From an optimization exercise on the open Yosys and OpenROAD flow, aimed at small area, a short achievable clock period and few clock cycles; shortcuts taken in it are not production practice.
In this exercise RTL edits were held to simulation tests only and were not proved equivalent to the original.
Power is estimated from default activity; no workload was simulated.

==> design/flow/design.v <==
module receiver_expand #(
    parameter int D = 4
) (
    input  logic           clk,
    input  logic           rst,
    input  logic           start,
    input  logic [D-1:0]   alpha,
    input  logic           cw_valid,
    input  logic [127:0]   cw_data,
    output logic           cw_ready,
    output logic           prg_req,
    output logic [127:0]   prg_seed,
    input  logic           prg_ack,
    input  logic [127:0]   prg_left,
    input  logic [127:0]   prg_right,
    output logic           out_valid,
    input  logic           out_ready,
    output logic [D-1:0]   out_index,
    output logic [127:0]   out_data,
    output logic           out_punct,
    output logic           busy,
    output logic           done
);
    localparam int             N    = 1 << D;
    localparam int             LW   = $clog2(D + 1);
    localparam logic [D-1:0]   ONE  = D'(1);
    localparam logic [D-1:0]   LAST = D'(N - 1);
    typedef enum logic [2:0] {
        IDLE, GET_CW, EXPAND, PRG_WAIT, NEXT_LVL, OUTPUT, DONE
    } state_t;
    state_t          state, state_nxt;
    logic [LW-1:0]   level, level_nxt;
    logic [D-1:0]    idx, idx_nxt;
    logic [D-1:0]    out_idx, out_idx_nxt;
    logic [D-1:0]    alpha_q, alpha_nxt;
    logic [D-1:0]    path_cur, path_par;
    logic [127:0]    cw_q;
    logic            cw_ld;
    logic [127:0]    node [N];
    logic            wr_en;
    logic [D-1:0]    wr_lo_addr, wr_hi_addr;
    logic [127:0]    wr_lo_data, wr_hi_data;
    assign path_cur = alpha_q >> (D - int'(level));
    assign path_par = alpha_q >> (D - int'(level) + 1);
    always_ff @(posedge clk or negedge rst) begin
        if (!rst) begin
            state   <= IDLE;
            level   <= '0;
            idx     <= '0;
            out_idx <= '0;
            alpha_q <= '0;
        end else begin
            state   <= state_nxt;
            level   <= level_nxt;
            idx     <= idx_nxt;
            out_idx <= out_idx_nxt;
            alpha_q <= alpha_nxt;
        end
    end
    always_comb begin
        state_nxt   = state;
        level_nxt   = level;
        idx_nxt     = idx;
        out_idx_nxt = out_idx;
        alpha_nxt   = alpha_q;
        cw_ld       = 1'b0;
        wr_en       = 1'b0;
        wr_lo_addr  = '0;
        wr_hi_addr  = '0;
        wr_lo_data  = '0;
        wr_hi_data  = '0;
        case (state)
            IDLE: begin
                if (start) begin
                    alpha_nxt = alpha;
                    level_nxt = LW'(1);
                    state_nxt = GET_CW;
                end
            end
            GET_CW: begin
                if (cw_valid) begin
                    cw_ld     = 1'b1;
                    idx_nxt   = (ONE << (level - LW'(1))) - ONE;
                    state_nxt = EXPAND;
                end
            end
            EXPAND: begin
                if (idx == path_par) begin
                    wr_en      = 1'b1;
                    wr_lo_addr = path_cur ^ ONE;
                    wr_lo_data = cw_q;
                    wr_hi_addr = path_cur;
                    wr_hi_data = '0;
                    if (idx == '0) state_nxt = NEXT_LVL;
                    else           idx_nxt   = idx - ONE;
                end else begin
                    state_nxt = PRG_WAIT;
                end
            end
            PRG_WAIT: begin
                if (prg_ack) begin
                    wr_en      = 1'b1;
                    wr_lo_addr = idx << 1;
                    wr_lo_data = prg_left;
                    wr_hi_addr = (idx << 1) | ONE;
                    wr_hi_data = prg_right;
                    if (idx == '0) begin
                        state_nxt = NEXT_LVL;
                    end else begin
                        idx_nxt   = idx - ONE;
                        state_nxt = EXPAND;
                    end
                end
            end
            NEXT_LVL: begin
                if (level == LW'(D)) begin
                    out_idx_nxt = '0;
                    state_nxt   = OUTPUT;
                end else begin
                    level_nxt = level + LW'(1);
                    state_nxt = GET_CW;
                end
            end
            OUTPUT: begin
                if (out_ready) begin
                    if (out_idx == LAST) state_nxt   = DONE;
                    else                 out_idx_nxt = out_idx + ONE;
                end
            end
            DONE:    state_nxt = IDLE;
            default: state_nxt = IDLE;
        endcase
    end
    always_ff @(posedge clk) begin
        if (cw_ld) cw_q <= cw_data;
    end
    always_ff @(posedge clk) begin
        if (wr_en) begin
            node[wr_lo_addr] <= wr_lo_data;
            node[wr_hi_addr] <= wr_hi_data;
        end
    end
    assign cw_ready  = (state == GET_CW);
    assign prg_req   = (state == PRG_WAIT);
    assign prg_seed  = (state == PRG_WAIT) ? node[idx] : '0;
    assign out_valid = (state == OUTPUT);
    assign out_index = out_idx;
    assign out_data  = (state == OUTPUT) ? node[out_idx] : '0;
    assign out_punct = (state == OUTPUT) && (out_idx == alpha_q);
    assign busy      = (state != IDLE);
    assign done      = (state == DONE);
endmodule
==> design/flow/run.sh <==
#!/bin/bash
# synth_recipe.tcl (not shown) runs the flow's synth.tcl, then flattens the netlist and writes it again
# the make line also repeats each setting of config.mk as NAME=value (left out here)
make -C /OpenROAD-flow-scripts/flow DESIGN_CONFIG=/design/flow/config.mk WORK_HOME=/design/flow/orfs CLKGATE_MAP_FILE= SYNTH_SCRIPT=/design/flow/synth_recipe.tcl finish
==> design/flow/config.mk <==
export PLATFORM = sky130hd
export DESIGN_NAME = receiver_expand
export DESIGN_NICKNAME = receiver_expand
export VERILOG_FILES = /design/flow/design.v
export SDC_FILE = /design/flow/constraint.sdc
export NUM_CORES = 4
export LEC_CHECK = 0
export CAP_MARGIN = 20
export CORE_MARGIN = 2
export CORE_UTILIZATION = 40
export SLEW_MARGIN = 20
==> design/flow/constraint.sdc <==
create_clock -name core_clock -period 6.0 [get_ports {clk}]
set_input_delay 1.2000 -clock core_clock [delete_from_list [all_inputs] [get_ports {clk}]]
set_output_delay 1.2000 -clock core_clock [all_outputs]
set_load 0.01 [all_outputs]
==> run notes <==
sequential cells by signal, summed over array words and instances, names as in the netlist:
name / flops
idx: 4
level: 3
out_idx: 4
node: 2048
alpha_q: 4
state: 3
cw_q: 128
worst max-delay path, stage by stage (launching register included):
cell             delay, ns
dfrtp_4               1.06
buf_4                 0.60
mux4_2                0.58
mux4_2                0.54
and2_1                0.29
clkdlybuf4s50_1       0.52
final cells by class:
type	instances	area, um2	share of cell area [%]
clock buffer	328	7050	5.09
antenna	10	25.0	0.0181
timing repair buffer	1052	11400	8.23
sequential	2194	65800	47.5
clock inverter	137	1540	1.11
tap	3900	4880	3.52
inverter	8	35.0	0.0253
multi-input combinational	4067	47700	34.5
cell families after synthesis:
| kind of cell | count (synthesis) | share of synthesized area [%] |
|---|---|---|
| muxes | 2315 | 33.5 |
| DFF | 2194 | 56.2 |
| adders and majority gates | 9 | 0.0963 |
| xor gates and xnor gates | 7 | 0.0524 |
| buffers and inverters | 741 | 3.18 |
| and+or+nand+nor | 1539 | 5.64 |
| AOI/OAI and AO/OA | 197 | 1.26 |
metal layers:
metal	up-vias	track usage [%]	part of all wire (%)
met5	-	0	0.0060
met4	4	8.85	3.3
met3	761	5.08	10
met2	4743	44.6	47
met1	40100	38.5	39
li1	29400	-	-
stage by stage:
step | setup slack (ns) | total power, W | cell area, um2 | setup TNS (ns)
final | 0.275 | 0.0618 | 138000 | 0
after detailed placement | 0.593 | 0.0456 | 130000 | 0
after floorplan | -1.15 | 0.0360 | 117000 | -2071.98
after global routing | 0.141 | 0.0639 | 138000 | 0
after CTS | 0.168 | 0.0619 | 138000 | 0
after global placement | 0.646 | 0.0453 | 130000 | 0
worst max path at each step:
| stage | startpoint | cells past startpoint | endpoint |
|---|---|---|---|
| 4_1_cts | idx[0] | 5 | prg_seed[29] |
| 3_5_place_dp | level[0] | 11 | node[9][89] |
| 5_1_grt | idx[0] | 5 | prg_seed[29] |
| 3_3_place_gp | level[0] | 11 | node[9][100] |
| 6_report | idx[0] | 5 | prg_seed[29] |
| 2_1_floorplan | level[0] | 17 | node[14][0] |
synthesized netlist by cell type (13+ instances only):
cell type | count | share of area [%]
dfrtp_1 | 18 | 0.39
o21ai_0 | 13 | 0.056
a21oi_1 | 13 | 0.056
nor2_1 | 1067 | 3.4
nand2_1 | 157 | 0.50
mux4_2 | 1281 | 25
buf_1 | 83 | 0.27
mux2i_1 | 1029 | 8.8
clkbuf_1 | 366 | 1.2
a22oi_1 | 131 | 0.84
and2_1 | 263 | 1.4
buf_2 | 171 | 0.73
buf_4 | 32 | 0.21
buf_6 | 81 | 0.78
edfxtp_1 | 2176 | 56
where the power goes:
part | internal (W) | leakage (nW) | switching, W | total [W]
registers | 0.0200 | 20.4 | 0.00112 | 0.0211
logic | 0.0110 | 25.2 | 0.0134 | 0.0243
clock network | 0.00949 | 4.19 | 0.00680 | 0.0163
==> results_dict.tcl <==
set metrics [dict create \
    dp.cells 11200 \
    grt_pass1_wl_mm 586 \
    drt_iter0_markers 9899 \
    dieArea_um2 297000 \
    hold_start "alpha_q[1]" \
    cap_violations 0 \
    ff2ff_path_depth 11 \
    die_h_um 545 \
    whs_ns 0.686 \
    synth_edf_count 2176 \
    worstReg2RegEnd "node[9][82]" \
    final_util_pct 47.6 \
    grt_overflow_total 0 \
    end_kind "primary output" \
    maxSlewHeadroom_pct 29.3 \
    tightestPinTransition_ns 1.06 \
    nets 7991 \
    cts_setup_buffers 0 \
    vias 75000 \
    fill_cells 24800 \
    routedWlPerCell_um 35.6 \
    antenna_found_initial 22 \
    r2r_setup_slack_ns 0.44 \
    p_per_area_nw_per_um2 446 \
    clockBufferDepth 4 \
    cts_max_level 5 \
    cp_max_fo 34 \
    final_cells 11700 \
    port_buffers 659 \
    worst_setup_path_start_kind "register" \
    syn_inst 7002 \
    slew_violations 0 \
    hold_depth 1 \
    final_common_cell "edfxtp_1" \
    rsz0062_at_grt "no" \
    cts_resized 0 \
    initial_core_util_pct 40.2 \
    finalSetupViolations 0 \
    cts.sinks 2194 \
    status "no timing/DRC/antenna violations" \
    num_io_pins 660 \
    ctsHoldBuffers 0 \
    dr.pass1.iters 6 \
    whs_endpoint "alpha_q[1]" \
    hold_viol_final 0 \
    grtUsageTotal_pct 27.8 \
    crit_type "reg2out" \
    routed_via_density 6.41 \
    place_congestion 0.821 \
    cp.arrival_ns 4.53 \
    p_leak_nw 49.7 \
    cts_tree "yes" \
    finalClockSkew_ns 0.0441 \
    grt_max_degree 95 \
    ant_nets 0 \
    synth_ff_type "edfxtp_1" \
    core_area_um2 291000 \
    grt_pass1_vias 77200 \
    layout-drive-gt1-share_pct 27.0 \
    cts.clk_slew.worst_paths_ns 0.06 \
    area_growth_pct 18.4 \
    rows 198 \
    synth_warnings 1 \
    netlist_area_um2 117000 \
    vdd_drop_max_v 0.000487 \
    post-route-drc-count 0 \
    worstHoldPathType "reg2reg" \
    ys_seq_elements 2194 \
    critPathRequiredTime_ns 4.80 \
    r2r-start "level[0]" \
    clk_latency_ns 0.91 \
    fp.dieW_um 545 \
    dp.final_hpwl_mm 241 \
    synth_cell_type_count 60 \
    fin_crit_sh_pct 95.4 \
    postSynthAreaPerCell_um2 16.7 \
    ys_seq_area_share_pct 56.2 \
    layout_common_cells "edfxtp_1, mux4_2, nor2_1, mux2i_1, clkdlybuf4s50_1" \
    cts_made_buffers 265 \
    syn_nets 7405 \
    layout_min_cycle_time_ns 5.73 \
    synthArstFlopShare_pct 0.820 \
    root_buffer "clkbuf_16" \
    routed_wl_mm 417 \
    timing.fmax_ghz 0.175 \
]
Testbench counts, summed over its fixed seeds: cycles 9,984.

separate check: timing with driven ports:
Ports are ideal in the flow. The routed layout listed here was re-timed in OpenROAD. Step 1 assumes that a clkbuf_16 drives the clock port and a buf_2 every other input. Step 2 also shifts input and output timing later by t, the mid clock arrival at the registers, as if the neighbouring blocks saw the same clock. a / b / c = no drivers / after step 1 / after step 2; a / b = the first two.
t, ns: 0.983
setup slack, ns: 0.275 / 0.177 / 0.442
worst register clock-pin slew, ns: 0.07 / 0.07
After both steps this run still meets setup and hold. The setup slack of this run moves by -0.098 ns with the drivers and by +0.167 ns with both steps.
